Context: an optimization exercise on an open-source flow, tuned for small area. The choices shown serve that exercise and are no tape-out recipe.
The RTL was checked by simulation tests, not by an equivalence proof against the original design.
No activity file was given, so power comes from the tool's default toggle rates.

`flow/run.sh`:
```
#!/bin/bash
# synth_recipe.tcl (not shown) runs the flow's synth.tcl, then flattens the netlist and writes it again
# the make line also repeats each setting of config.mk as NAME=value (left out here)
make -C /OpenROAD-flow-scripts/flow DESIGN_CONFIG=/design/flow/config.mk WORK_HOME=/design/flow/orfs CLKGATE_MAP_FILE= SYNTH_SCRIPT=/design/flow/synth_recipe.tcl finish
```
`flow/config.mk`:
```
export PLATFORM = sky130hd
export DESIGN_NAME = mt_arm_core
export DESIGN_NICKNAME = mt_arm_core
export VERILOG_FILES = /design/flow/design.v
export SDC_FILE = /design/flow/constraint.sdc
export NUM_CORES = 4
export LEC_CHECK = 0
export CAP_MARGIN = 20
export CELL_PAD_IN_SITES_DETAIL_PLACEMENT = 1
export CELL_PAD_IN_SITES_GLOBAL_PLACEMENT = 2
export CORE_MARGIN = 2
export CORE_UTILIZATION = 25
export PLACE_DENSITY = 0.4
export SLEW_MARGIN = 20
```
`flow/constraint.sdc`:
```
create_clock -name core_clock -period 6.0 [get_ports {clk}]
set_input_delay 1.2000 -clock core_clock [delete_from_list [all_inputs] [get_ports {clk}]]
set_output_delay 1.2000 -clock core_clock [all_outputs]
set_load 0.01 [all_outputs]
```
`flow/design.v`:
```
`timescale 1ns/100ps
module alu (
    input  logic [31:0] a,
    input  logic [31:0] b,
    input  logic        cin,
    output logic [31:0] result,
    output logic [3:0]  flags      
);
    logic [32:0] sum;
    assign sum    = {1'b0, a} + {1'b0, b} + {32'b0, cin};
    assign result = sum[31:0];
    assign flags  = {sum[31], (sum[31:0] == '0), sum[32],
                     (a[31] == b[31]) && (sum[31] != a[31])};
endmodule
`timescale 1ns/100ps
module cpsr_bank (
    input  logic       clk,
    input  logic       rstb,
    input  logic [1:0] rd_tid,
    output logic [3:0] cur_flags,
    input  logic [1:0] wr_tid,
    input  logic       update,
    input  logic [3:0] new_flags
);
    localparam int THREADS = 4;
    logic [3:0] cpsr [THREADS];
    assign cur_flags = cpsr[rd_tid];
    always_ff @(posedge clk or negedge rstb) begin
        if (!rstb) begin
            for (int i = 0; i < THREADS; i++)
                cpsr[i] <= '0;
        end else if (update) begin
            cpsr[wr_tid] <= new_flags;
        end
    end
endmodule
`timescale 1ns/100ps
module thread_regfile (
    input  logic        clk,
    input  logic        rstb,
    input  logic [1:0]  d_tid,
    input  logic [3:0]  d_idx,
    output logic [31:0] d_data,
    input  logic        x_act,
    input  logic        x_zero,
    input  logic [1:0]  x_tid,
    input  logic [3:0]  x_idx,
    output logic [31:0] x_data,
    input  logic        we,
    input  logic [3:0]  w_rd,
    input  logic [31:0] w_data
);
    localparam int THREADS = 4;
    localparam int REGS    = 16;
    logic [31:0] regs  [THREADS][REGS];
    logic [REGS-1:0] valid [THREADS];
    logic [31:0] bank_q [THREADS];
    logic [THREADS-1:0] x_sel;
    logic [THREADS-1:0] d_sel;
    always_comb begin
        for (int t = 0; t < THREADS; t++) begin
            logic [3:0] idx;
            x_sel[t] = x_act && (x_tid == t[1:0]);
            d_sel[t] = (d_tid == t[1:0]);
            idx = x_sel[t] ? x_idx : d_idx;
            bank_q[t] = '0;
            for (int r = 0; r < REGS; r++)
                if (idx == r[3:0] && valid[t][r])
                    bank_q[t] = bank_q[t] | regs[t][r];
        end
        d_data = '0;
        x_data = '0;
        for (int t = 0; t < THREADS; t++) begin
            if (d_sel[t])
                d_data = d_data | bank_q[t];
            if (x_sel[t] && !x_zero)
                x_data = x_data | bank_q[t];
        end
    end
    always_ff @(posedge clk or negedge rstb) begin
        if (!rstb) begin
            for (int t = 0; t < THREADS; t++)
                valid[t] <= '0;
        end else if (we) begin
            valid[x_tid][w_rd] <= 1'b1;
        end
    end
    always_ff @(posedge clk) begin
        if (we)
            regs[x_tid][w_rd] <= w_data;
    end
endmodule
`timescale 1ns/100ps
module decode_stage (
    input  logic [31:0] instr,
    output logic        ok,      
    output logic        sub,     
    output logic        mov,     
    output logic        rw,      
    output logic        sf       
);
    localparam logic [3:0] OP_SUB = 4'b0010;
    localparam logic [3:0] OP_ADD = 4'b0100;
    localparam logic [3:0] OP_CMP = 4'b1010;
    localparam logic [3:0] OP_MOV = 4'b1101;
    logic [3:0] opcode;
    logic       is_dp;
    logic       known;
    assign opcode = instr[24:21];
    assign is_dp  = (instr[27:26] == 2'b00) && (instr[25] || instr[11:4] == 8'h00);
    assign known  = (opcode == OP_SUB) || (opcode == OP_ADD) ||
                    (opcode == OP_CMP) || (opcode == OP_MOV);
    assign ok     = is_dp && known;
    assign sub    = (opcode == OP_SUB) || (opcode == OP_CMP);
    assign mov    = (opcode == OP_MOV);
    assign rw     = (opcode != OP_CMP);
    assign sf     = instr[20] || (opcode == OP_CMP);
endmodule
`timescale 1ns/100ps
module execute_stage (
    input  logic [3:0] cond,
    input  logic [3:0] flags,    
    output logic       pass
);
    logic fn, fz, fc, fv;
    assign {fn, fz, fc, fv} = flags;
    always_comb begin
        case (cond)
            4'h0: pass = fz;                     
            4'h1: pass = !fz;                    
            4'h2: pass = fc;                     
            4'h3: pass = !fc;                    
            4'h4: pass = fn;                     
            4'h5: pass = !fn;                    
            4'h6: pass = fv;                     
            4'h7: pass = !fv;                    
            4'h8: pass = fc && !fz;              
            4'h9: pass = !fc || fz;              
            4'hA: pass = fn == fv;               
            4'hB: pass = fn != fv;               
            4'hC: pass = !fz && (fn == fv);      
            4'hD: pass = fz || (fn != fv);       
            4'hE: pass = 1'b1;                   
            default: pass = 1'b0;                
        endcase
    end
endmodule
`timescale 1ns/100ps
module mt_arm_core (
    input  logic        clk,
    input  logic        rstb,
    input  logic        issue_valid,
    input  logic [1:0]  issue_tid,
    input  logic [31:0] issue_instr,
    output logic        wb_valid,
    output logic [1:0]  wb_tid,
    output logic [3:0]  wb_rd,
    output logic [31:0] wb_data
);
    logic        d_valid;
    logic [1:0]  d_tid;
    logic [3:0]  d_cond;
    logic        d_sub, d_mov, d_rw, d_sf, d_imm;
    logic [3:0]  d_rn, d_rd;
    logic [11:0] d_op2;
    logic        x_we, x_fe;
    logic [1:0]  x_tid;
    logic        x_sub, x_mov;
    logic [3:0]  x_rn, x_rd;
    logic [31:0] x_opb;
    logic        i_ok, i_sub, i_mov, i_rw, i_sf;
    logic [3:0]  d_flags;
    logic        d_pass;
    logic [31:0] d_rm_data;
    logic [31:0] d_b;
    logic [31:0] x_a;
    logic [31:0] x_sum;
    logic [3:0]  x_flags;
    decode_stage i_decode_stage (
        .instr (issue_instr),
        .ok    (i_ok),
        .sub   (i_sub),
        .mov   (i_mov),
        .rw    (i_rw),
        .sf    (i_sf)
    );
    always_ff @(posedge clk or negedge rstb) begin
        if (!rstb)
            d_valid <= 1'b0;
        else
            d_valid <= issue_valid && i_ok;
    end
    always_ff @(posedge clk) begin
        d_tid  <= issue_tid;
        d_cond <= issue_instr[31:28];
        d_sub  <= i_sub;
        d_mov  <= i_mov;
        d_rw   <= i_rw;
        d_sf   <= i_sf;
        d_imm  <= issue_instr[25];
        d_rn   <= issue_instr[19:16];
        d_rd   <= issue_instr[15:12];
        d_op2  <= issue_instr[11:0];
    end
    cpsr_bank i_cpsr_bank (
        .clk       (clk),
        .rstb      (rstb),
        .rd_tid    (d_tid),
        .cur_flags (d_flags),
        .wr_tid    (x_tid),
        .update    (x_fe),
        .new_flags (x_flags)
    );
    execute_stage i_cond (
        .cond  (d_cond),
        .flags (d_flags),
        .pass  (d_pass)
    );
    logic [63:0] imm_dbl;
    assign imm_dbl = {2{24'b0, d_op2[7:0]}} >> {d_op2[11:8], 1'b0};
    assign d_b     = (d_imm ? imm_dbl[31:0] : d_rm_data) ^ {32{d_sub}};
    always_ff @(posedge clk or negedge rstb) begin
        if (!rstb) begin
            x_we <= 1'b0;
            x_fe <= 1'b0;
        end else begin
            x_we <= d_valid && d_pass && d_rw;
            x_fe <= d_valid && d_pass && d_sf;
        end
    end
    always_ff @(posedge clk) begin
        x_tid <= d_tid;
        x_sub <= d_sub;
        x_mov <= d_mov;
        x_rn  <= d_rn;
        x_rd  <= d_rd;
        x_opb <= d_b;
    end
    thread_regfile i_thread_regfile (
        .clk     (clk),
        .rstb    (rstb),
        .d_tid   (d_tid),
        .d_idx   (d_op2[3:0]),
        .d_data  (d_rm_data),
        .x_act   (x_we || x_fe),
        .x_zero  (x_mov),
        .x_tid   (x_tid),
        .x_idx   (x_rn),
        .x_data  (x_a),
        .we      (x_we),
        .w_rd    (x_rd),
        .w_data  (x_sum)
    );
    alu i_alu (
        .a      (x_a),
        .b      (x_opb),
        .cin    (x_sub),
        .result (x_sum),
        .flags  (x_flags)
    );
    always_ff @(posedge clk or negedge rstb) begin
        if (!rstb)
            wb_valid <= 1'b0;
        else
            wb_valid <= x_we;
    end
    always_ff @(posedge clk) begin
        wb_tid  <= x_tid;
        wb_rd   <= x_rd;
        wb_data <= x_sum;
    end
endmodule
```
==> results.yml, run 1 <==
worst_setup_path:
  path_class: "register to register"
  crit-reg2reg-capture: "i_cpsr_bank.cpsr[1][2]$_DFFE_PN0P_"
  worst_ep_arrival_time_ns: 7.01
  worstRegToRegCells: 27
  worstSetupEndpoint: "i_cpsr_bank.cpsr[1][2]$_DFFE_PN0P_"
  required_arrival_time_at_the_worst_endpoint_ns: 6.84
  reg2reg_slack_ns: -0.18
  critical_path.reg2reg.startpoint: "x_we$_DFF_PN0_"
  setup.worst_path.start: "x_we$_DFF_PN0_"
  startpoint_kind_of_the_worst_setup_timing_path: "register"
  critical_path.max_fanout: 7
  cp-end-kind: "register"
logic_synthesis:
  synth_area_leader_cell: "sky130_fd_sc_hd__edfxtp_1"
  synth-edff-count: 2048
  synth-seq-cells: 2245
  seq_area_frac_synth_pct: 76.8
  syn-cell-area_um2: 85800
  netlist_instances: 5247
  share_of_flip_flops_with_an_asynchronous_set_or_reset_pct: 3.74
  synth-main-ff-cell: "sky130_fd_sc_hd__edfxtp_1"
  ys_top_cells_by_area: "sky130_fd_sc_hd__edfxtp_1 (72%), sky130_fd_sc_hd__a22oi_1 (6.6%), sky130_fd_sc_hd__dfxtp_1 (2.6%), sky130_fd_sc_hd__dfrtp_1 (2.5%), sky130_fd_sc_hd__nand2_1 (2.2%)"
  syn-mean-instance-area_um2: 16.3
  synth_most_common_cell: "sky130_fd_sc_hd__edfxtp_1"
  synth.top_cell.area_share_pct: 71.7
  yosysWarnings: 7
  syn-num-nets: 5321
  synth.lib_cells_used.distinct: 90
  netlist_top_cells_count: "sky130_fd_sc_hd__edfxtp_1 (2048), sky130_fd_sc_hd__a22oi_1 (754), sky130_fd_sc_hd__nand2_1 (494)"
layout:
  fillCellCount: 34847
  multi_input_combinational_cell_area_um2: 21300
  share_of_cells_above_drive_strength_1_pct: 29.1
  stdcell_area_um2: 112000
  regArea_um2: 65900
  finish.cell_count_without_fillers: 11116
  fin_nets: 6382
  flow.area_growth_from_synthesis_pct: 31.1
pwr:
  clock_power_share_pct: 46.1
  power.sequential.fraction_pct: 49.6
  vdd_ir_drop_max_v: 0.000211
  netSwitchingFraction_pct: 23.0
  p_leak_uw: 0.0418
  power.density_nw_per_um2: 311
  pwr-share-comb_pct: 4.3
  p_sw_uw: 8040
  finalPower_uw: 35000
  power_report.internal_total_uw: 26900
global_routing:
  gr-usage-met2_pct: 36.6
  use_met3_pct: 2.42
  grt_busiest_layer: "met2"
  global_route.overflow_total: 0
  gr-usage-met1_pct: 31.4
  track_usage_pct: 22.3
  largest_net_degree_at_the_start_of_global_routing: 66
  grt_pass1_wl_um: 527000
  antenna_found_initial: 33
  grt_pass1_vias: 57038
clock_tree:
  clock_latency_ns: 0.93
  clock_sink_count: 2245
  hold_buffers: 0
  cts_max_level: 5
  clockBufferDepth: 4
  clock-root-buffer: "sky130_fd_sc_hd__clkbuf_16"
  cts.clk_slew.worst_paths_ns: 0.06
  cts_bufs_inserted: 276
  tritoncts_clock_tree: "done"
min_path:
  worst_hold_path_type: "register to register"
route:
  remaining_drc_errors: 0
  via_per_inst: 4.97
  final_antenna_net_count: 0
  wl_um: 396000
  vias: 55285
  1st_pass_router_iterations: 7
  route.detailed.wl_per_inst_um: 35.6
  dr.first_iter.drc_count: 4510
place:
  setup_slack_placement_ns: -1.02
  hpwl_um: 263000
  dpl_cell_area_um2: 101000
  port-buffer-count: 75
  dpl.cell_count: 10502
  gp_routability_congestion: 0.848
sta:
  clock.fmax_ghz: 0.162
  post-route-min-period_ns: 6.18
  final.setup_skew_ns: 0.0566
  post_route_worst_hold_slack_ns: 0.328
  grt_setup_unrepaired: "true"
  slew_headroom_pct: 23.5
  finalWorstSetupSlack_ns: -0.176
  setup_violations: 4
  timing_hold_violations_final: 0
  worstMarginPinSlew_ns: 1.14
  number_of_max_slew_violations_in_the_final_report: 0
  final_min_period_over_clock_period_pct: 103
floorplan:
  rows: 215
  design.die.area_um2: 348000
  floorplan.io_pins: 76
  floorplan.initialDensity_pct: 25.1
  core_area_um2: 342000
  die_width_um: 590
  fp.dieH_um: 590
outcome:
  run_status: "complete, but fails checks"
  check.faults: "negative setup slack"
run:
  maxCapViolCount: 0
==> routing by layer <==
layer  routed length [um]  up-vias  part of all wire, %
li1                     -    23579                    -
met1               182000    30066                   46
met2               186000     1248                   47
met3                16200      388                  4.1
met4                11000        4                  2.8
met5                   25        -               0.0063
==> worst max-delay path: stages (launching register included) <==
cell and delay, ns:
sky130_fd_sc_hd__dfrtp_2 0.47, sky130_fd_sc_hd__nor2_4 0.25, sky130_fd_sc_hd__buf_12 0.16, sky130_fd_sc_hd__buf_12 0.11, sky130_fd_sc_hd__buf_4 0.10, sky130_fd_sc_hd__nor3_2 0.04
sky130_fd_sc_hd__o21a_2 0.26, sky130_fd_sc_hd__buf_12 0.16, sky130_fd_sc_hd__buf_16 0.15, sky130_fd_sc_hd__a22oi_2 0.15, sky130_fd_sc_hd__nand2_1 0.11, sky130_fd_sc_hd__nor4_4 0.43
sky130_fd_sc_hd__buf_12 0.17, sky130_fd_sc_hd__o22a_1 0.17, sky130_fd_sc_hd__o221ai_4 0.12, sky130_fd_sc_hd__fa_4 0.47, sky130_fd_sc_hd__a21o_1 0.22, sky130_fd_sc_hd__a221oi_2 0.26
sky130_fd_sc_hd__buf_4 0.21, sky130_fd_sc_hd__o21ai_2 0.07, sky130_fd_sc_hd__a21boi_1 0.14, sky130_fd_sc_hd__buf_4 0.15, sky130_fd_sc_hd__xnor2_4 0.06, sky130_fd_sc_hd__or3_4 0.39
sky130_fd_sc_hd__nor4_4 0.33, sky130_fd_sc_hd__nand4_1 0.49, sky130_fd_sc_hd__buf_12 0.32, sky130_fd_sc_hd__o21ai_2 0.13
==> kinds of logic (layout without fill, tap and decap cells) <==
| group | Yosys count | count (layout) | share of synthesized area [%] |
|---|---|---|---|
| buffers and inverters | 321 | 1594 | 1.86 |
| XOR/XNOR | 88 | 88 | 0.898 |
| flip-flops | 2245 | 2245 | 76.8 |
| other | 0 | 39 | 0 |
| multiplexers | 55 | 55 | 1.08 |
| AND/OR/NAND/NOR | 1032 | 1032 | 5.92 |
| adder cells (fa/ha/maj) | 37 | 37 | 0.557 |
| AO/OA/AOI/OAI | 1469 | 1469 | 12.9 |
==> power groups by stage <==
| stage | Sequential, uW | Clock [uW] | Combinational (uW) |
|---|---|---|---|
| 2_1_floorplan | 17700 | 0 | 450 |
| 5_1_grt | 17400 | 17100 | 1570 |
| 3_3_place_gp | 17700 | 0 | 1400 |
| 6_report | 17400 | 16100 | 1490 |
| 3_5_place_dp | 17700 | 0 | 1410 |
| 4_1_cts | 17400 | 16600 | 1450 |
==> flip-flops by register name (all words and copies together), names as in the netlist, 2 cells and up <==
| register | flops |
|---|---|
| wb_tid | 2 |
| d_rd | 4 |
| wb_rd | 4 |
| d_rn | 4 |
| d_op2 | 12 |
| d_cond | 4 |
| wb_data | 32 |
| i_thread_regfile.valid | 64 |
| i_cpsr_bank.cpsr | 16 |
| x_rn | 4 |
| d_tid | 2 |
| x_rd | 4 |
| x_tid | 2 |
| x_opb | 32 |
| i_thread_regfile.regs | 2048 |
==> what timing repair did <==
item | in CTS | in global routing
setup buffers | 47 | 37
cloned | 5 | 4
endpoints found under the setup margin | 1361 | 549
pin swaps | 66 | 99
endpoints found under the hold margin | 0 | 0
resized for setup | 201 | 208
==> worst min path at each step <==
| stage | start | end | cells after the start |
|---|---|---|---|
| 4_1_cts | rstb | i_cpsr_bank.cpsr[0][3]$_DFFE_PN0P_ | 1 |
| 3_5_place_dp | d_rd[3]$_DFF_P_ | x_rd[3]$_DFF_P_ | 0 |
| 6_report | d_rd[3]$_DFF_P_ | x_rd[3]$_DFF_P_ | 0 |
| 5_1_grt | d_rd[0]$_DFF_P_ | x_rd[0]$_DFF_P_ | 0 |
| 2_1_floorplan | d_mov$_DFF_P_ | x_mov$_DFF_P_ | 0 |
| 3_3_place_gp | d_rd[3]$_DFF_P_ | x_rd[3]$_DFF_P_ | 0 |
==> layout make-up <==
class                   count  area share, %
diodes                     39         0.0868
inverters                  22         0.0756
well taps                4557           5.07
clock buffers             365           6.68
multi-input cells        2681           18.9
clock inverters           125          0.888
repair buffers           1082           9.67
flip-flops and latches   2245           58.6
==> placed cells by master (no fill, tap or decap), drive strengths merged, types with 29 or more instances in the layout <==
cell type      count
a21oi            100
xnor2             53
a221oi           111
clkdlybuf4s50     74
ha                35
xor2              35
o21ai             73
o21bai            63
a22oi            754
edfxtp          2048
and2              31
a22o             116
buf             1003
clkinv           102
o21a              53
nor4             100
dfrtp             84
nand4             35
and3              59
clkbuf           369
diode             39
inv               29
nor3              84
nand2            494
o211ai            49
nor2             107
dfxtp            113
o221ai            32
==> metrics by stage <==
| step | utilization (%) | TNS, ns |
|---|---|---|
| 6_report | 32.9 | -0.665 |
| 3_3_place_gp | 29.5 | -808.25 |
| 5_1_grt | 32.9 | -1.33 |
| 4_1_cts | 32.4 | -0.788 |
| 2_1_floorplan | - | -1.39 |
| 3_5_place_dp | 29.5 | -321.76 |
==> run 2: changes to the inputs <==
--- a/flow/design.v
+++ b/flow/design.v
@@ -38,14 +38,15 @@
 module thread_regfile (
     input  logic        clk,
     input  logic        rstb,
+    input  logic [1:0]  i_tid,
+    input  logic [3:0]  i_rm,
+    input  logic        d_valid,
     input  logic [1:0]  d_tid,
-    input  logic [3:0]  d_idx,
-    output logic [31:0] d_data,
-    input  logic        x_act,
-    input  logic        x_zero,
+    input  logic [3:0]  d_rn,
+    input  logic        d_mov,
+    output logic [31:0] d_data,      
+    output logic [31:0] x_data,      
     input  logic [1:0]  x_tid,
-    input  logic [3:0]  x_idx,
-    output logic [31:0] x_data,
     input  logic        we,
     input  logic [3:0]  w_rd,
     input  logic [31:0] w_data
@@ -54,26 +55,28 @@
     localparam int REGS    = 16;
     logic [31:0] regs  [THREADS][REGS];
     logic [REGS-1:0] valid [THREADS];
+    logic [3:0]  bank_idx [THREADS];
+    logic [THREADS-1:0] x_sel;
     logic [31:0] bank_q [THREADS];
-    logic [THREADS-1:0] x_sel;
-    logic [THREADS-1:0] d_sel;
+    always_ff @(posedge clk) begin
+        for (int t = 0; t < THREADS; t++) begin
+            x_sel[t]    <= d_valid && (d_tid == t[1:0]) && !d_mov;
+            bank_idx[t] <= (d_valid && d_tid == t[1:0]) ? d_rn : i_rm;
+        end
+    end
     always_comb begin
         for (int t = 0; t < THREADS; t++) begin
-            logic [3:0] idx;
-            x_sel[t] = x_act && (x_tid == t[1:0]);
-            d_sel[t] = (d_tid == t[1:0]);
-            idx = x_sel[t] ? x_idx : d_idx;
             bank_q[t] = '0;
             for (int r = 0; r < REGS; r++)
-                if (idx == r[3:0] && valid[t][r])
+                if (bank_idx[t] == r[3:0] && valid[t][r])
                     bank_q[t] = bank_q[t] | regs[t][r];
         end
         d_data = '0;
         x_data = '0;
         for (int t = 0; t < THREADS; t++) begin
-            if (d_sel[t])
+            if (d_tid == t[1:0])
                 d_data = d_data | bank_q[t];
-            if (x_sel[t] && !x_zero)
+            if (x_sel[t])
                 x_data = x_data | bank_q[t];
         end
     end
@@ -165,8 +168,8 @@
     logic [11:0] d_op2;
     logic        x_we, x_fe;
     logic [1:0]  x_tid;
-    logic        x_sub, x_mov;
-    logic [3:0]  x_rn, x_rd;
+    logic        x_sub;
+    logic [3:0]  x_rd;
     logic [31:0] x_opb;
     logic        i_ok, i_sub, i_mov, i_rw, i_sf;
     logic [3:0]  d_flags;
@@ -231,22 +234,21 @@
     always_ff @(posedge clk) begin
         x_tid <= d_tid;
         x_sub <= d_sub;
-        x_mov <= d_mov;
-        x_rn  <= d_rn;
         x_rd  <= d_rd;
         x_opb <= d_b;
     end
     thread_regfile i_thread_regfile (
         .clk     (clk),
         .rstb    (rstb),
+        .i_tid   (issue_tid),
+        .i_rm    (issue_instr[3:0]),
+        .d_valid (d_valid),
         .d_tid   (d_tid),
-        .d_idx   (d_op2[3:0]),
+        .d_rn    (d_rn),
+        .d_mov   (d_mov),
         .d_data  (d_rm_data),
-        .x_act   (x_we || x_fe),
-        .x_zero  (x_mov),
+        .x_data  (x_a),
         .x_tid   (x_tid),
-        .x_idx   (x_rn),
-        .x_data  (x_a),
         .we      (x_we),
         .w_rd    (x_rd),
         .w_data  (x_sum)
==> flow/config.mk (replaced) <==
export PLATFORM = sky130hd
export DESIGN_NAME = mt_arm_core
export DESIGN_NICKNAME = mt_arm_core
export VERILOG_FILES = /design/flow/design.v
export SDC_FILE = /design/flow/constraint.sdc
export NUM_CORES = 4
export LEC_CHECK = 0
export CAP_MARGIN = 20
export CELL_PAD_IN_SITES_DETAIL_PLACEMENT = 0
export CELL_PAD_IN_SITES_GLOBAL_PLACEMENT = 1
export CORE_MARGIN = 2
export CORE_UTILIZATION = 50
export CTS_BUF_LIST = sky130_fd_sc_hd__clkbuf_4 sky130_fd_sc_hd__clkbuf_8
export PLACE_DENSITY = 0.6
export SLEW_MARGIN = 20
==> run 2 against run 1 <==
  * Now clean on timing, DRC and antenna
  * Clock power is 15% lower
  * Combinational power decreased by 39%
  * Sequential cell count up 15
  * Cell area decreased by 12%
  * Hold slack worse by 0.16 ns
==> results.yml, run 2 <==
worst_setup_path:
  cpLargestDelayFamily: "simple AND/OR/NAND/NOR gates"
  worst_ep_arrival_time_ns: 6.74
  reg2reg_slack_ns: 0.25
  worstRegToRegCells: 22
  setup.worst_path.start: "i_thread_regfile.bank_idx[1][1]$_DFF_P_"
  crit-reg2reg-capture: "i_cpsr_bank.cpsr[2][2]$_DFFE_PN0P_"
  startpoint_kind_of_the_worst_setup_timing_path: "register"
  worst-path-buf-inv: 5
  required_arrival_time_at_the_worst_endpoint_ns: 6.98
  critical_path.reg2reg.startpoint: "i_thread_regfile.bank_idx[1][1]$_DFF_P_"
  crit_chain: "nor2b_1 > and3_2 > buf_4 > a22oi_1 > nand2_1 > nor4_1 > buf_4 > o22a_1 > o221ai_1 > ha_1 > a21o_1 > buf_4 > a221oi_2 > buf_4 > nor3_1 > o21ai_1 > a31o_2 > a2111oi_1 > buf_4 > nand3_2 > or3_1 > o21ai_1"
  critPathMaxStageDelay_ns: 0.47
  critical_path.max_fanout: 13
  cp_slowest_cell: "sky130_fd_sc_hd__nor4_1"
  critPathMostFrequentCell: "sky130_fd_sc_hd__buf_4"
  cp-end-kind: "register"
  worstSetupPathDepth: 22
  path_class: "register to register"
pwr:
  power.sequential.fraction_pct: 54.3
  netSwitchingFraction_pct: 21.0
  power.density_nw_per_um2: 324
  clock_power_share_pct: 42.8
  vdd_ir_drop_max_v: 0.000274
  p_sw_uw: 6730
  pwr-share-comb_pct: 2.9
  power_report.internal_total_uw: 25300
  p_leak_uw: 0.0381
layout:
  finish.cell_count_without_fillers: 8232
  share_of_cells_above_drive_strength_1_pct: 21.6
  flow.area_growth_from_synthesis_pct: 17.0
  biggestRegsByFlops: "i_thread_regfile.regs (2048), i_thread_regfile.valid (64)"
  largest-register: "i_thread_regfile.regs"
  layout.cells.most_common: "sky130_fd_sc_hd__edfxtp_1"
  largest_register_ff_count: 2048
  fin_nets: 5813
  fillCellCount: 12901
  final_cell_mix: "sky130_fd_sc_hd__edfxtp_1 (2048), sky130_fd_sc_hd__a22oi_1 (1029), sky130_fd_sc_hd__nand2_1 (608)"
sta:
  final_min_period_over_clock_period_pct: 95.9
  clock.fmax_ghz: 0.174
  finalWorstSetupSlack_ns: 0.248
  setup_total_negative_slack_ns: 0
  number_of_max_slew_violations_in_the_final_report: 0
  timing_hold_violations_final: 0
  final.setup_skew_ns: 0.0638
  grt_setup_unrepaired: "false"
  worstMarginPinSlew_ns: 1.22
  setup_violations: 0
  slew_headroom_pct: 18.4
  post-route-min-period_ns: 5.75
route:
  1st_pass_router_iterations: 8
  via_per_inst: 6.30
  final_antenna_net_count: 0
  route.detailed.wl_per_inst_um: 34.3
  dr.first_iter.drc_count: 6172
  wl_um: 282000
  remaining_drc_errors: 0
  vias: 51822
clock_tree:
  clock_sink_count: 2260
  cts.clk_slew.worst_paths_ns: 0.06
  clockBufferDepth: 4
  cts_bufs_inserted: 379
  hold_buffers: 0
  cts_max_level: 5
  tritoncts_clock_tree: "done"
  clock-root-buffer: "sky130_fd_sc_hd__clkbuf_8"
  post_cts_setup_buffer_count: 0
  clock_latency_ns: 1.09
min_path:
  worst_hold_path_type: "input pin to asynchronous set/reset pin"
run:
  maxCapViolCount: 0
floorplan:
  floorplan.initialDensity_pct: 50.4
  die_width_um: 415
  floorplan.io_pins: 76
  rows: 150
  core_area_um2: 168000
  fp.dieH_um: 415
  design.die.area_um2: 172000
logic_synthesis:
  share_of_flip_flops_with_an_asynchronous_set_or_reset_pct: 3.72
  synth-seq-cells: 2260
  synth.lib_cells_used.distinct: 77
  netlist_top_cells_count: "sky130_fd_sc_hd__edfxtp_1 (2048), sky130_fd_sc_hd__a22oi_1 (1029), sky130_fd_sc_hd__nand2_1 (608)"
  seq_area_frac_synth_pct: 78.3
  syn-mean-instance-area_um2: 16.3
  yosysWarnings: 8
  synth_most_common_cell: "sky130_fd_sc_hd__edfxtp_1"
  synth-edff-count: 2048
  syn-num-nets: 5248
  synth.top_cell.area_share_pct: 72.8
  synth_area_leader_cell: "sky130_fd_sc_hd__edfxtp_1"
  syn-cell-area_um2: 84500
  netlist_instances: 5174
  synth-main-ff-cell: "sky130_fd_sc_hd__edfxtp_1"
  ys_top_cells_by_area: "sky130_fd_sc_hd__edfxtp_1 (73%), sky130_fd_sc_hd__a22oi_1 (9.1%), sky130_fd_sc_hd__dfxtp_1 (3.0%), sky130_fd_sc_hd__nand2_1 (2.7%), sky130_fd_sc_hd__dfrtp_1 (2.5%)"
place:
  gp_routability_congestion: 0.951
  port-buffer-count: 75
  hpwl_um: 170000
  dpl.cell_count: 7561
  setup_slack_placement_ns: 0.175
global_routing:
  global_route.overflow_total: 0
  antenna_found_initial: 26
  grt_pass1_vias: 50511
  grt_pass1_wl_um: 391000
  track_usage_pct: 32.6
  largest_net_degree_at_the_start_of_global_routing: 66
outcome:
  run_status: "finished clean"
## run 2: metal layers
layer / GRT usage, % / up-vias / wire length, um
li1: - / 21908 / -
met1: 44.7 / 27050 / 115000
met2: 51.9 / 2362 / 133000
met3: 6.28 / 492 / 22600
met4: 12.7 / 10 / 11300
met5: 0 / - / 64
## run 2: cells by family (layout without fill, tap and decap cells)
kind of cell / count (synthesis) / in the layout / share of synthesized area, %
DFF: 2260 / 2260 / 78.3
AOI/OAI and AO/OA: 1338 / 1338 / 11.8
and+or+nand+nor: 1063 / 1063 / 5.72
buffers and inverters: 341 / 1189 / 1.57
muxes: 74 / 74 / 1.44
xor gates and xnor gates: 61 / 61 / 0.641
adders and majority gates: 37 / 37 / 0.566
other: 0 / 6 / 0
## run 2: how the worst max path moves through the flow
stage                                          to  slack [ns]
6_report       i_cpsr_bank.cpsr[2][2]$_DFFE_PN0P_        0.25
5_1_grt        i_cpsr_bank.cpsr[3][2]$_DFFE_PN0P_        0.03
4_1_cts        i_cpsr_bank.cpsr[2][2]$_DFFE_PN0P_        0.14
3_5_place_dp   i_cpsr_bank.cpsr[3][2]$_DFFE_PN0P_        0.17
3_3_place_gp   i_cpsr_bank.cpsr[3][2]$_DFFE_PN0P_        0.21
2_1_floorplan  i_cpsr_bank.cpsr[0][2]$_DFFE_PN0P_        0.06
## run 2: final cells by class
type | instances | area [um2] | area share [%]
multi-input cells | 2573 | 18000 | 18.2
inverters | 19 | 71.3 | 0.0722
diodes | 6 | 15.0 | 0.0152
flip-flops and latches | 2260 | 66200 | 67.0
clock buffers | 582 | 6950 | 7.04
clock inverters | 82 | 588 | 0.595
well taps | 2204 | 2760 | 2.79
repair buffers | 506 | 4280 | 4.33
## run 2: repair_timing
item	in CTS	in global routing
endpoints found under the setup margin	0	10
resized for setup	0	4
hold endpoints to repair	0	0
## run 2: stage by stage
stage | area [um2] | utilization (%) | total power (uW) | hold slack, ns
2_1_floorplan | 84500 | - | 18000 | 0.310
3_3_place_gp | 91200 | 54.4 | 18600 | 0.311
3_5_place_dp | 91200 | 54.4 | 18600 | 0.312
4_1_cts | 98800 | 58.9 | 32200 | 0.102
5_1_grt | 98800 | 59.0 | 32900 | 0.171
6_report | 98800 | 59.0 | 32000 | 0.171
## run 2: power by group through the flow
stage / combinational [uW] / clock (uW) / sequential [uW]
5_1_grt: 954 / 14600 / 17400
3_3_place_gp: 891 / 0 / 17700
4_1_cts: 906 / 13900 / 17400
3_5_place_dp: 904 / 0 / 17700
2_1_floorplan: 350 / 0 / 17700
6_report: 915 / 13700 / 17400
==> run 3: changes to the inputs <==
--- a/flow/config.mk
+++ b/flow/config.mk
@@ -9,7 +9,9 @@
 export CELL_PAD_IN_SITES_DETAIL_PLACEMENT = 0
 export CELL_PAD_IN_SITES_GLOBAL_PLACEMENT = 1
 export CORE_MARGIN = 2
-export CORE_UTILIZATION = 50
-export CTS_BUF_LIST = sky130_fd_sc_hd__clkbuf_4 sky130_fd_sc_hd__clkbuf_8
-export PLACE_DENSITY = 0.6
+export CORE_UTILIZATION = 65
+export CTS_BUF_LIST = sky130_fd_sc_hd__clkbuf_8
+export CTS_CLUSTER_DIAMETER = 60
+export CTS_CLUSTER_SIZE = 16
+export PLACE_DENSITY = 0.75
 export SLEW_MARGIN = 20
==> run 3 against run 2 <==
  * Worst setup slack lost 0.098 ns
  * Via count shrank 1.3%
  * Routed wire length is 10% lower
  * Global-route usage increased by 5.8 points
  * Final cell count decreased by 10%
  * Clock skew is 0.012 ns lower
  * Cell area fell by 5.2%
  * Still clean
  * Largest cell class unchanged
  * Power is 19% lower
  * Critical path depth decreased by 3
  * Hold slack gained 0.075 ns
  * Fmax fell by 1.7%
==> results.yml, run 3 <==
logic_synthesis:
  yosysWarnings: 8
  netlist_top_cells_count: "sky130_fd_sc_hd__edfxtp_1 (2048), sky130_fd_sc_hd__a22oi_1 (1029), sky130_fd_sc_hd__nand2_1 (608)"
  syn-cell-area_um2: 84500
  syn-num-nets: 5248
  syn-mean-instance-area_um2: 16.3
  ys_top_cells_by_area: "sky130_fd_sc_hd__edfxtp_1 (73%), sky130_fd_sc_hd__a22oi_1 (9.1%), sky130_fd_sc_hd__dfxtp_1 (3.0%), sky130_fd_sc_hd__nand2_1 (2.7%), sky130_fd_sc_hd__dfrtp_1 (2.5%)"
  synth-seq-cells: 2260
  synth-main-ff-cell: "sky130_fd_sc_hd__edfxtp_1"
  synth.top_cell.area_share_pct: 72.8
  synth-edff-count: 2048
  synth_most_common_cell: "sky130_fd_sc_hd__edfxtp_1"
  synth_area_leader_cell: "sky130_fd_sc_hd__edfxtp_1"
  share_of_flip_flops_with_an_asynchronous_set_or_reset_pct: 3.72
  seq_area_frac_synth_pct: 78.3
  netlist_instances: 5174
  synth.lib_cells_used.distinct: 77
outcome:
  run_status: "finished clean"
global_routing:
  global_route.overflow_total: 0
  antenna_found_initial: 18
  grt_pass1_wl_um: 354000
  track_usage_pct: 38.4
  grt_pass1_vias: 48489
  largest_net_degree_at_the_start_of_global_routing: 66
clock_tree:
  tritoncts_clock_tree: "done"
  clock_latency_ns: 0.96
  post_cts_setup_buffer_count: 0
  cts.clk_slew.worst_paths_ns: 0.10
  cts_bufs_inserted: 166
  clock-root-buffer: "sky130_fd_sc_hd__clkbuf_8"
  clockBufferDepth: 3
  cts_max_level: 4
  clock_sink_count: 2260
  hold_buffers: 0
worst_setup_path:
  worst_ep_arrival_time_ns: 6.71
  worstRegToRegCells: 19
  required_arrival_time_at_the_worst_endpoint_ns: 6.86
  startpoint_kind_of_the_worst_setup_timing_path: "register"
  cp-end-kind: "register"
  critical_path.reg2reg.startpoint: "i_thread_regfile.bank_idx[2][0]$_DFF_P_"
  reg2reg_slack_ns: 0.15
  path_class: "register to register"
  critical_path.max_fanout: 12
  crit-reg2reg-capture: "i_cpsr_bank.cpsr[3][2]$_DFFE_PN0P_"
layout:
  layout.cells.most_common: "sky130_fd_sc_hd__edfxtp_1"
  largest_register_ff_count: 2048
  final_cell_mix: "sky130_fd_sc_hd__edfxtp_1 (2048), sky130_fd_sc_hd__a22oi_1 (1029), sky130_fd_sc_hd__nand2_1 (608)"
  biggestRegsByFlops: "i_thread_regfile.regs (2048), i_thread_regfile.valid (64)"
  fillCellCount: 8088
  flow.area_growth_from_synthesis_pct: 10.9
  finish.cell_count_without_fillers: 7393
  share_of_cells_above_drive_strength_1_pct: 14.9
  multi_input_combinational_cell_area_um2: 18000
  fin_nets: 5580
  regArea_um2: 66200
  largest-register: "i_thread_regfile.regs"
run:
  maxCapViolCount: 0
sta:
  worstMarginPinSlew_ns: 1.28
  grt_setup_unrepaired: "false"
  clock.fmax_ghz: 0.171
  setup_total_negative_slack_ns: 0
  setup_violations: 0
  final_min_period_over_clock_period_pct: 97.5
  final.setup_skew_ns: 0.0514
  slew_headroom_pct: 14.1
  finalWorstSetupSlack_ns: 0.150
  timing_hold_violations_final: 0
  number_of_max_slew_violations_in_the_final_report: 0
  post-route-min-period_ns: 5.85
  post_route_worst_hold_slack_ns: 0.246
route:
  dr.first_iter.drc_count: 8200
  final_antenna_net_count: 0
  remaining_drc_errors: 0
  via_per_inst: 6.92
  1st_pass_router_iterations: 6
  wl_um: 253000
  route.detailed.wl_per_inst_um: 34.2
  vias: 51165
floorplan:
  design.die.area_um2: 133000
  core_area_um2: 129000
  floorplan.io_pins: 76
  rows: 132
  die_width_um: 365
  fp.dieH_um: 365
  floorplan.initialDensity_pct: 65.3
place:
  port-buffer-count: 75
  dpl.cell_count: 7077
  hpwl_um: 158000
  setup_slack_placement_ns: 0.146
  gp_routability_congestion: 0.965
pwr:
  finalPower_uw: 25900
  vdd_ir_drop_max_v: 0.000281
  power.density_nw_per_um2: 277
  p_leak_uw: 0.0359
min_path:
  worst_hold_path_type: "input pin to asynchronous set/reset pin"
[run 3: cell counts after synthesis]
Identical to the previous run, type by type.
[run 3: what timing repair did]
| item | in CTS | in global routing |
|---|---|---|
| endpoints found under the setup margin | 0 | 5 |
| gates resized for setup | 0 | 5 |
| endpoints found under the hold margin | 0 | 0 |
[run 3: per-layer routing]
metal  global-route usage (%)  wire length, um  part of all wire, %
met1                     54.5            93200                   37
met4                     15.0            11100                  4.4
met5                        0                6               0.0024
met2                     58.6           116000                   46
met3                     9.07            32800                   13
[run 3: final cells by class]
| class | instances | area share [%] |
|---|---|---|
| well taps | 1742 | 2.33 |
| multi-input cells | 2573 | 19.2 |
| clock inverters | 136 | 0.786 |
| flip-flops and latches | 2260 | 70.6 |
| inverters | 19 | 0.0761 |
| repair buffers | 486 | 4.49 |
| diodes | 7 | 0.0187 |
| clock buffers | 170 | 2.50 |
[run 3: power breakdown]
| group | switching (uW) | internal (uW) | total [uW] |
|---|---|---|---|
| Sequential | 46.4 | 17300 | 17300 |
| Clock | 4910 | 2810 | 7710 |
| Combinational | 669 | 219 | 888 |
[run 3: kinds of logic after synthesis]
| group | after synthesis | synth area share [%] |
|---|---|---|
| DFF | 2260 | 78.3 |
| AOI/OAI and AO/OA | 1338 | 11.8 |
| and+or+nand+nor | 1063 | 5.72 |
| buffers and inverters | 341 | 1.57 |
| muxes | 74 | 1.44 |
| xor gates and xnor gates | 61 | 0.641 |
| adders and majority gates | 37 | 0.566 |
[run 3: worst max path at each step]
stage,end,from,cells after the start
detailed placement,i_cpsr_bank.cpsr[3][2]$_DFFE_PN0P_,i_thread_regfile.bank_idx[1][2]$_DFF_P_,20
CTS,i_cpsr_bank.cpsr[3][2]$_DFFE_PN0P_,i_thread_regfile.bank_idx[1][1]$_DFF_P_,20
finish,i_cpsr_bank.cpsr[3][2]$_DFFE_PN0P_,i_thread_regfile.bank_idx[2][0]$_DFF_P_,19
global placement,i_cpsr_bank.cpsr[3][2]$_DFFE_PN0P_,i_thread_regfile.bank_idx[1][2]$_DFF_P_,20
floorplan,i_cpsr_bank.cpsr[0][2]$_DFFE_PN0P_,i_thread_regfile.bank_idx[2][0]$_DFF_P_,19
global route,i_cpsr_bank.cpsr[3][2]$_DFFE_PN0P_,i_thread_regfile.bank_idx[3][0]$_DFF_P_,20
[run 3: critical path, stage by stage (launching register included)]
cell                        delay [ns]
sky130_fd_sc_hd__dfxtp_1          0.34
sky130_fd_sc_hd__and2_1           0.20
sky130_fd_sc_hd__and3_1           0.44
sky130_fd_sc_hd__a22oi_1          0.31
sky130_fd_sc_hd__nand2_1          0.09
sky130_fd_sc_hd__nor4_2           0.40
sky130_fd_sc_hd__buf_4            0.23
sky130_fd_sc_hd__o22a_1           0.14
sky130_fd_sc_hd__o221ai_1         0.14
sky130_fd_sc_hd__fa_2             0.43
sky130_fd_sc_hd__fa_2             0.43
sky130_fd_sc_hd__a21o_1           0.22
sky130_fd_sc_hd__a21oi_2          0.18
sky130_fd_sc_hd__xnor2_2          0.09
sky130_fd_sc_hd__or4_1            0.60
sky130_fd_sc_hd__or4b_4           0.53
sky130_fd_sc_hd__a2111oi_4        0.29
sky130_fd_sc_hd__nand3_2          0.20
sky130_fd_sc_hd__or3_1            0.38
sky130_fd_sc_hd__o21ai_1          0.12
[run 3: per-stage QoR]
stage	instance area (um2)	utilization (%)
final	93700	72.5
after global routing	93700	72.5
after CTS	93600	72.4
after detailed placement	90500	70.0
after global placement	90400	69.9
after floorplan	84500	-
==> run 4: changes to the inputs <==
==> flow/flow/run.sh (new file) <==
#!/bin/bash
set -euo pipefail
export CTS_ARGS="-sink_clustering_enable -repair_clock_nets -sink_clustering_size 16 -sink_clustering_max_diameter 60 -buf_list sky130_fd_sc_hd__clkbuf_8 -dont_use_dummy_load"
export BUFFER_PORTS_ARGS="-buffer_cell sky130_fd_sc_hd__buf_1"
bash standard.sh > standard_flow.log 2>&1
==> flow/standard.sh (new file) <==
#!/bin/bash
# synth_recipe.tcl (not shown) runs the flow's synth.tcl, then flattens the netlist and writes it again
# the make line also repeats each setting of config.mk as NAME=value (left out here)
make -C /OpenROAD-flow-scripts/flow DESIGN_CONFIG=/design/flow/config.mk WORK_HOME=/design/flow/orfs CLKGATE_MAP_FILE= SYNTH_SCRIPT=/design/flow/synth_recipe.tcl "${@:-finish}"
removed: flow/run.sh
==> run 4 against run 3 <==
  * Still clean on timing, DRC and antenna
  * First-iteration DRC count is 4.8% lower
  * Cell area is 1.5% lower
  * Die area stayed put
  * Sequential share of layout area is 1.1 points higher
  * Power is 2.9% lower
  * Combinational power is 5.3% lower
  * Routed wire length is 0.50% lower
  * Non-clock buffer count is 30 lower
  * Sequential power hardly changed
  * Final cell count is 2.3% lower
  * Fmax is 1.1% higher
  * Global-route usage is 0.19 points lower
  * Critical endpoint is now i_cpsr_bank.cpsr[0][2]$_DFFE_PN0P_
==> results.yml, run 4 <==
outcome:
  run_status: "finished clean"
route:
  dr.first_iter.drc_count: 7804
  met3_layer_wire_length_in_the_routed_design_um: 32600
  final_antenna_net_count: 0
  route.detailed.wl_per_inst_um: 34.8
  wl_um: 252000
  via_per_inst: 7.03
  wl_met2_um: 114000
  wl_met1_um: 94000
  vias: 50753
  remaining_drc_errors: 0
  maxUsedRoutingLayer: "met5"
  1st_pass_router_iterations: 6
layout:
  largest_register_ff_count: 2048
  largest-register: "i_thread_regfile.regs"
  biggestRegsByFlops: "i_thread_regfile.regs (2048), i_thread_regfile.valid (64)"
  fillCellCount: 8229
  layout.cells.most_common: "sky130_fd_sc_hd__edfxtp_1"
  share_of_cells_above_drive_strength_1_pct: 14.4
  flow.area_growth_from_synthesis_pct: 9.26
  final_cell_mix: "sky130_fd_sc_hd__edfxtp_1 (2048), sky130_fd_sc_hd__a22oi_1 (1029), sky130_fd_sc_hd__nand2_1 (608)"
  fin_nets: 5552
sta:
  slew_headroom_pct: 21.2
  number_of_max_slew_violations_in_the_final_report: 0
  clock.fmax_ghz: 0.173
  final.setup_skew_ns: 0.143
  final_min_period_over_clock_period_pct: 96.4
  worstMarginPinSlew_ns: 1.17
  post-route-min-period_ns: 5.78
  timing_hold_violations_final: 0
  finalWorstSetupSlack_ns: 0.215
  setup_total_negative_slack_ns: 0
  setup_violations: 0
  grt_setup_unrepaired: "false"
pwr:
  power.density_nw_per_um2: 273
  vdd_ir_drop_max_v: 0.000260
  p_leak_uw: 0.0349
clock_tree:
  clock_sink_count: 2260
  post_cts_setup_buffer_count: 0
  cts_max_level: 4
  clock_latency_ns: 0.97
  clock-root-buffer: "sky130_fd_sc_hd__clkbuf_8"
  cts.clk_slew.worst_paths_ns: 0.10
  cts_bufs_inserted: 168
  clockBufferDepth: 3
  tritoncts_clock_tree: "done"
logic_synthesis:
  synth.top_cell.area_share_pct: 72.8
  netlist_instances: 5174
  ys_top_cells_by_area: "sky130_fd_sc_hd__edfxtp_1 (73%), sky130_fd_sc_hd__a22oi_1 (9.1%), sky130_fd_sc_hd__dfxtp_1 (3.0%), sky130_fd_sc_hd__nand2_1 (2.7%), sky130_fd_sc_hd__dfrtp_1 (2.5%)"
  synth.lib_cells_used.distinct: 77
  synth-seq-cells: 2260
  seq_area_frac_synth_pct: 78.3
  syn-cell-area_um2: 84500
  synth-edff-count: 2048
  netlist_top_cells_count: "sky130_fd_sc_hd__edfxtp_1 (2048), sky130_fd_sc_hd__a22oi_1 (1029), sky130_fd_sc_hd__nand2_1 (608)"
  yosysWarnings: 8
  synth_most_common_cell: "sky130_fd_sc_hd__edfxtp_1"
  share_of_flip_flops_with_an_asynchronous_set_or_reset_pct: 3.72
  synth-main-ff-cell: "sky130_fd_sc_hd__edfxtp_1"
  synth_area_leader_cell: "sky130_fd_sc_hd__edfxtp_1"
  syn-num-nets: 5248
  syn-mean-instance-area_um2: 16.3
min_path:
  worst_hold_path_type: "input pin to asynchronous set/reset pin"
place:
  setup_slack_placement_ns: 0.272
  hpwl_um: 156000
  port-buffer-count: 75
  gp_routability_congestion: 0.979
global_routing:
  grt_pass1_wl_um: 352000
  global_route.overflow_total: 0
  track_usage_pct: 38.2
  grt_pass1_vias: 48435
  largest_net_degree_at_the_start_of_global_routing: 66
  antenna_found_initial: 21
floorplan:
  floorplan.initialDensity_pct: 65.3
  design.die.area_um2: 133000
  rows: 132
  fp.dieH_um: 365
  floorplan.io_pins: 76
  core_area_um2: 129000
  die_width_um: 365
worst_setup_path:
  startpoint_kind_of_the_worst_setup_timing_path: "register"
  required_arrival_time_at_the_worst_endpoint_ns: 6.86
  reg2reg_slack_ns: 0.22
  cp-end-kind: "register"
  critical_path.max_fanout: 20
  path_class: "register to register"
  worst_ep_arrival_time_ns: 6.65
run:
  maxCapViolCount: 0
run 4: cell types whose count changed in the layout (fill, tap and decap cells not counted), moves of 3 or more:
cell                              delta
sky130_fd_sc_hd__inv_8               -4
sky130_fd_sc_hd__and3_1             -14
sky130_fd_sc_hd__clkdlybuf4s50_1    -74
sky130_fd_sc_hd__buf_4              -35
sky130_fd_sc_hd__clkinv_8            -6
sky130_fd_sc_hd__diode_2             -3
sky130_fd_sc_hd__inv_6               -5
sky130_fd_sc_hd__buf_16              +4
sky130_fd_sc_hd__nor4_2              -5
sky130_fd_sc_hd__nor4_1              +5
sky130_fd_sc_hd__and3_2             +14
sky130_fd_sc_hd__buf_1              +74
sky130_fd_sc_hd__clkinvlp_4          -7
sky130_fd_sc_hd__inv_1             -106
run 4: cell families after synthesis:
| group | count (synthesis) | share of synthesized area, % |
|---|---|---|
| fa+ha+maj | 37 | 0.566 |
| flops | 2260 | 78.3 |
| mux | 74 | 1.44 |
| simple gates | 1063 | 5.72 |
| xor+xnor | 61 | 0.641 |
| buf+inv | 341 | 1.57 |
| compound gates | 1338 | 11.8 |
run 4: final timing paths:
path                                                          from                                        to  depth (start not counted)
setup reg to reg           i_thread_regfile.bank_idx[1][1]$_DFF_P_        i_cpsr_bank.cpsr[0][2]$_DFFE_PN0P_                         17
max in group asynchronous                                     rstb  i_thread_regfile.valid[0][6]$_DFFE_PN0P_                          2
hold / removal                                                rstb        i_cpsr_bank.cpsr[3][1]$_DFFE_PN0P_                          1
hold reg to reg                                    d_rd[2]$_DFF_P_                           x_rd[2]$_DFF_P_                          0
setup / recovery           i_thread_regfile.bank_idx[1][1]$_DFF_P_        i_cpsr_bank.cpsr[0][2]$_DFFE_PN0P_                         17
min in group core_clock                            d_rd[2]$_DFF_P_                           x_rd[2]$_DFF_P_                          0
run 4: through the flow:
stage,total power [uW],cell area (um2),hold WS [ns],std cells,utilization (%)
detailed placement,18500,89900,0.320,7049,69.5
global route,25800,92300,0.191,7219,71.4
finish,25200,92300,0.214,7222,71.4
floorplan,18000,84500,0.310,5174,-
global placement,18500,89700,0.315,7038,69.3
CTS,25200,92300,0.144,7217,71.3
run 4: power breakdown:
part | internal (uW) | switching [uW] | total [uW]
Sequential | 17300 | 49.0 | 17300
Combinational | 177 | 665 | 841
Clock | 2500 | 4510 | 7010
run 4: cell type report:
class	instances	area [um2]	area share [%]
Multi-Input combinational cell	2573	18000	19.5
Clock buffer	168	2310	2.50
Timing Repair Buffer	456	3600	3.90
Tap cell	1742	2180	2.36
Antenna cell	4	10.0	0.0108
Sequential cell	2260	66200	71.7
Inverter	19	71.3	0.0773
run 4: per-layer routing:
layer | up-vias | GRT usage [%]
li1 | 21072 | -
met1 | 25609 | 54.5
met2 | 3536 | 57.9
met3 | 522 | 9.08
met4 | 14 | 15.2
met5 | - | 0
run 4: what timing repair did:
item,CTS,global route
setup endpoints to repair,0,3
resized for setup,0,4
hold buffers,0,0
run 4: critical path: stages, from the launching register on:
cell and delay [ns]:
sky130_fd_sc_hd__dfxtp_1 0.35, sky130_fd_sc_hd__nor2b_1 0.17, sky130_fd_sc_hd__and3_2 0.45, sky130_fd_sc_hd__a22oi_1 0.28, sky130_fd_sc_hd__nand2_1 0.07, sky130_fd_sc_hd__nor4_1 0.83, sky130_fd_sc_hd__o22a_1 0.23, sky130_fd_sc_hd__o221ai_1 0.14
sky130_fd_sc_hd__ha_1 0.33, sky130_fd_sc_hd__a211oi_2 0.33, sky130_fd_sc_hd__o21ai_1 0.24, sky130_fd_sc_hd__xor2_4 0.21, sky130_fd_sc_hd__or4_1 0.60, sky130_fd_sc_hd__or4b_4 0.52, sky130_fd_sc_hd__a2111oi_4 0.28, sky130_fd_sc_hd__nand3_2 0.17
sky130_fd_sc_hd__or3_1 0.37, sky130_fd_sc_hd__o21ai_1 0.12
==> run 5: changes to the inputs <==
--- a/flow/config.mk
+++ b/flow/config.mk
@@ -9,9 +9,9 @@
 export CELL_PAD_IN_SITES_DETAIL_PLACEMENT = 0
 export CELL_PAD_IN_SITES_GLOBAL_PLACEMENT = 1
 export CORE_MARGIN = 2
-export CORE_UTILIZATION = 65
+export CORE_UTILIZATION = 78
 export CTS_BUF_LIST = sky130_fd_sc_hd__clkbuf_8
 export CTS_CLUSTER_DIAMETER = 60
 export CTS_CLUSTER_SIZE = 16
-export PLACE_DENSITY = 0.75
+export PLACE_DENSITY = 0.86
 export SLEW_MARGIN = 20
==> run 5 against run 4 <==
  * Global-route usage increased by 6.6 points
  * Via count increased by 3.3%
  * Cell area decreased by 0.73%
  * Critical endpoint is now i_cpsr_bank.cpsr[3][2]$_DFFE_PN0P_
  * Still clean on timing, DRC and antenna
  * Non-clock buffer count decreased by 14
  * Synthesized area unchanged
  * Largest power group unchanged
  * Sequential power about the same
==> results.yml, run 5 <==
outcome:
  run_status: "finished clean"
logic_synthesis:
  syn-mean-instance-area_um2: 16.3
  netlist_top_cells_count: "sky130_fd_sc_hd__edfxtp_1 (2048), sky130_fd_sc_hd__a22oi_1 (1029), sky130_fd_sc_hd__nand2_1 (608)"
  synth-edff-count: 2048
  synth.top_cell.area_share_pct: 72.8
  seq_area_frac_synth_pct: 78.3
  synth-seq-cells: 2260
  synth_area_leader_cell: "sky130_fd_sc_hd__edfxtp_1"
  ys_top_cells_by_area: "sky130_fd_sc_hd__edfxtp_1 (73%), sky130_fd_sc_hd__a22oi_1 (9.1%), sky130_fd_sc_hd__dfxtp_1 (3.0%), sky130_fd_sc_hd__nand2_1 (2.7%), sky130_fd_sc_hd__dfrtp_1 (2.5%)"
  netlist_instances: 5174
  synth-main-ff-cell: "sky130_fd_sc_hd__edfxtp_1"
  synth_most_common_cell: "sky130_fd_sc_hd__edfxtp_1"
  syn-cell-area_um2: 84500
  synth.lib_cells_used.distinct: 77
  syn-num-nets: 5248
  share_of_flip_flops_with_an_asynchronous_set_or_reset_pct: 3.72
  yosysWarnings: 8
worst_setup_path:
  worst-path-buf-inv: 4
  critPathMaxStageDelay_ns: 0.54
  required_arrival_time_at_the_worst_endpoint_ns: 6.79
  worst_ep_arrival_time_ns: 6.50
  critPathMostFrequentCell: "sky130_fd_sc_hd__buf_4"
  cpLargestDelayFamily: "simple AND/OR/NAND/NOR gates"
  cp_slowest_cell: "sky130_fd_sc_hd__or4b_4"
  startpoint_kind_of_the_worst_setup_timing_path: "register"
  crit_chain: "and2_1 > and3_1 > buf_4 > a22oi_1 > nand2_1 > nor4_1 > buf_4 > o22a_1 > o221ai_1 > ha_1 > buf_4 > and3_1 > a221oi_2 > buf_4 > or4_1 > a21oi_4 > or4b_4 > a2111oi_4 > nand3_2 > or3_1 > o21ai_1"
  cp-end-kind: "register"
  critical_path.max_fanout: 17
  path_class: "register to register"
layout:
  largest_register_ff_count: 2048
  flow.area_growth_from_synthesis_pct: 8.47
  final_cell_mix: "sky130_fd_sc_hd__edfxtp_1 (2048), sky130_fd_sc_hd__a22oi_1 (1029), sky130_fd_sc_hd__nand2_1 (608)"
  fin_nets: 5536
  share_of_cells_above_drive_strength_1_pct: 13.4
  largest-register: "i_thread_regfile.regs"
  stdcell_area_um2: 91700
  layout.cells.most_common: "sky130_fd_sc_hd__edfxtp_1"
  fillCellCount: 4760
  biggestRegsByFlops: "i_thread_regfile.regs (2048), i_thread_regfile.valid (64)"
clock_tree:
  cts.clk_slew.worst_paths_ns: 0.10
  cts_bufs_inserted: 166
  clock_latency_ns: 0.92
  clockBufferDepth: 3
  tritoncts_clock_tree: "done"
  post_cts_setup_buffer_count: 0
  cts_max_level: 4
  clock-root-buffer: "sky130_fd_sc_hd__clkbuf_8"
  clock_sink_count: 2260
sta:
  final_min_period_over_clock_period_pct: 95.3
  clock.fmax_ghz: 0.175
  number_of_max_slew_violations_in_the_final_report: 0
  post-route-min-period_ns: 5.72
  grt_setup_unrepaired: "false"
  setup_total_negative_slack_ns: 0
  setup_violations: 0
  post_route_worst_hold_slack_ns: 0.309
  timing_hold_violations_final: 0
  worstMarginPinSlew_ns: 1.11
  slew_headroom_pct: 26.1
  final.setup_skew_ns: 0.0790
pwr:
  power.sequential.fraction_pct: 69.3
  power.density_nw_per_um2: 273
  p_sw_uw: 5100
  vdd_ir_drop_max_v: 0.000324
  power_report.internal_total_uw: 19900
  p_leak_uw: 0.0348
  pwr-share-comb_pct: 3.2
  netSwitchingFraction_pct: 20.4
  clock_power_share_pct: 27.5
place:
  hpwl_um: 152000
  dpl_cell_area_um2: 89100
  port-buffer-count: 75
  gp_routability_congestion: 1.12
global_routing:
  track_usage_pct: 44.8
  largest_net_degree_at_the_start_of_global_routing: 66
  grt_pass1_vias: 51182
  global_route.overflow_total: 0
  grt_pass1_wl_um: 349000
  antenna_found_initial: 25
floorplan:
  floorplan.io_pins: 76
  die_width_um: 333
  floorplan.initialDensity_pct: 78.8
  design.die.area_um2: 111000
  fp.dieH_um: 333
  rows: 120
  core_area_um2: 107000
route:
  dr.first_iter.drc_count: 9285
  wl_um: 245000
  remaining_drc_errors: 0
  via_per_inst: 7.63
  final_antenna_net_count: 0
  vias: 52440
  route.detailed.wl_per_inst_um: 35.7
  1st_pass_router_iterations: 8
run:
  maxCapViolCount: 0
min_path:
  worst_hold_path_type: "input pin to asynchronous set/reset pin"
run 5: cell counts after synthesis:
No cell type changed its count.
run 5: through the flow:
step | cells | total power, uW | utilization (%) | setup slack (ns)
4_1_cts | 6856 | 24900 | 85.3 | 0.265
3_3_place_gp | 6678 | 18400 | 82.9 | 0.485
3_5_place_dp | 6690 | 18500 | 83.2 | 0.338
5_1_grt | 6864 | 25500 | 85.5 | 0.0275
2_1_floorplan | 5174 | 18000 | - | 0.0582
6_report | 6870 | 25000 | 85.5 | 0.284
run 5: path summary, 6_finish.rpt:
check                                                   startpoint                                        to  slack, ns  cells past startpoint
min reg2reg                                        d_rd[3]$_DFF_P_                           x_rd[3]$_DFF_P_       0.33                      0
max in group asynchronous                                     rstb  i_thread_regfile.valid[0][1]$_DFFE_PN0P_       4.48                      2
max reg2reg                i_thread_regfile.bank_idx[3][2]$_DFF_P_        i_cpsr_bank.cpsr[3][2]$_DFFE_PN0P_       0.28                     21
min in group core_clock                            d_rd[3]$_DFF_P_                           x_rd[3]$_DFF_P_       0.33                      0
max                        i_thread_regfile.bank_idx[3][2]$_DFF_P_        i_cpsr_bank.cpsr[3][2]$_DFFE_PN0P_       0.28                     21
min                                                           rstb  i_thread_regfile.valid[2][0]$_DFFE_PN0P_       0.31                      1
run 5: cell families (layout without fill, tap and decap cells):
group,after synthesis,after routing,synth area share [%]
flip-flops,2260,2260,78.3
other,0,7,0
AO/OA/AOI/OAI,1338,1338,11.8
AND/OR/NAND/NOR,1063,1063,5.72
buffers and inverters,341,627,1.57
adder cells (fa/ha/maj),37,37,0.566
XOR/XNOR,61,61,0.641
multiplexers,74,74,1.44
run 5: routing by layer:
layer  track usage, %  vias to the layer above  routed length (um)
li1                 -                    21055                   -
met1             59.8                    25369               77600
met2             64.9                     5057              107000
met3             15.2                      941               42600
met4             27.3                       18               18600
met5                0                        -                 103
run 5: final cells by class:
class	count	area (um2)	area share (%)
antenna	7	17.5	0.0191
clock buffer	166	2280	2.49
inverter	19	71.3	0.0778
multi-input combinational	2573	17900	19.5
sequential	2260	66200	72.2
tap	1403	1760	1.92
timing repair buffer	442	3460	3.77
run 5: power groups by stage:
stage,Clock [uW],Combinational [uW],Sequential (uW)
floorplan,0,350,17700
global placement,0,742,17700
detailed placement,0,769,17700
CTS,6830,770,17300
global route,7310,831,17300
finish,6880,807,17300
run 5: what timing repair did:
item,CTS,global route
endpoints found under the hold margin,0,0
gates resized for setup,0,7
hold buffers,0,0
setup endpoints to repair,0,58

## afterwards: timing with drivers on the ports
The results above use ideal ports. As a check the final layouts listed here were re-extracted and re-timed, cells and wires unchanged. Step 1 (the two cells are an assumption about what drives the block):
set clk [get_ports {clk}]
set_driving_cell -lib_cell sky130_fd_sc_hd__clkbuf_16 $clk
set_driving_cell -lib_cell sky130_fd_sc_hd__buf_2 [delete_from_list [all_inputs] $clk]
Step 2 adds t to the input delays and takes it off the output delays; t is the mean of the earliest and latest rising clock arrival at the registers after step 1. Input paths then give back, and output paths get back, about the clock's delay inside the block. Slacks: ideal / step 1 / step 2; pairs: ideal / step 1.
run	shift t [ns]	setup WS [ns]	hold WS [ns]	clock arrival spread, ns	slew at the worst register clock pin (ns)
run 1	0.998	-0.176 / -0.176 / -0.176	0.328 / 0.315 / 0.328	0.057 / 0.057	0.07 / 0.07
run 2	1.142	0.248 / 0.248 / 0.248	0.171 / 0.119 / 0.325	0.064 / 0.063	0.08 / 0.08
run 3	1.010	0.150 / 0.150 / 0.150	0.246 / 0.200 / 0.333	0.052 / 0.052	0.11 / 0.11
run 4	0.975	0.215 / 0.215 / 0.215	0.214 / 0.172 / 0.337	0.142 / 0.143	0.10 / 0.10
run 5	0.962	0.284 / 0.284 / 0.284	0.309 / 0.258 / 0.333	0.079 / 0.079	0.11 / 0.11
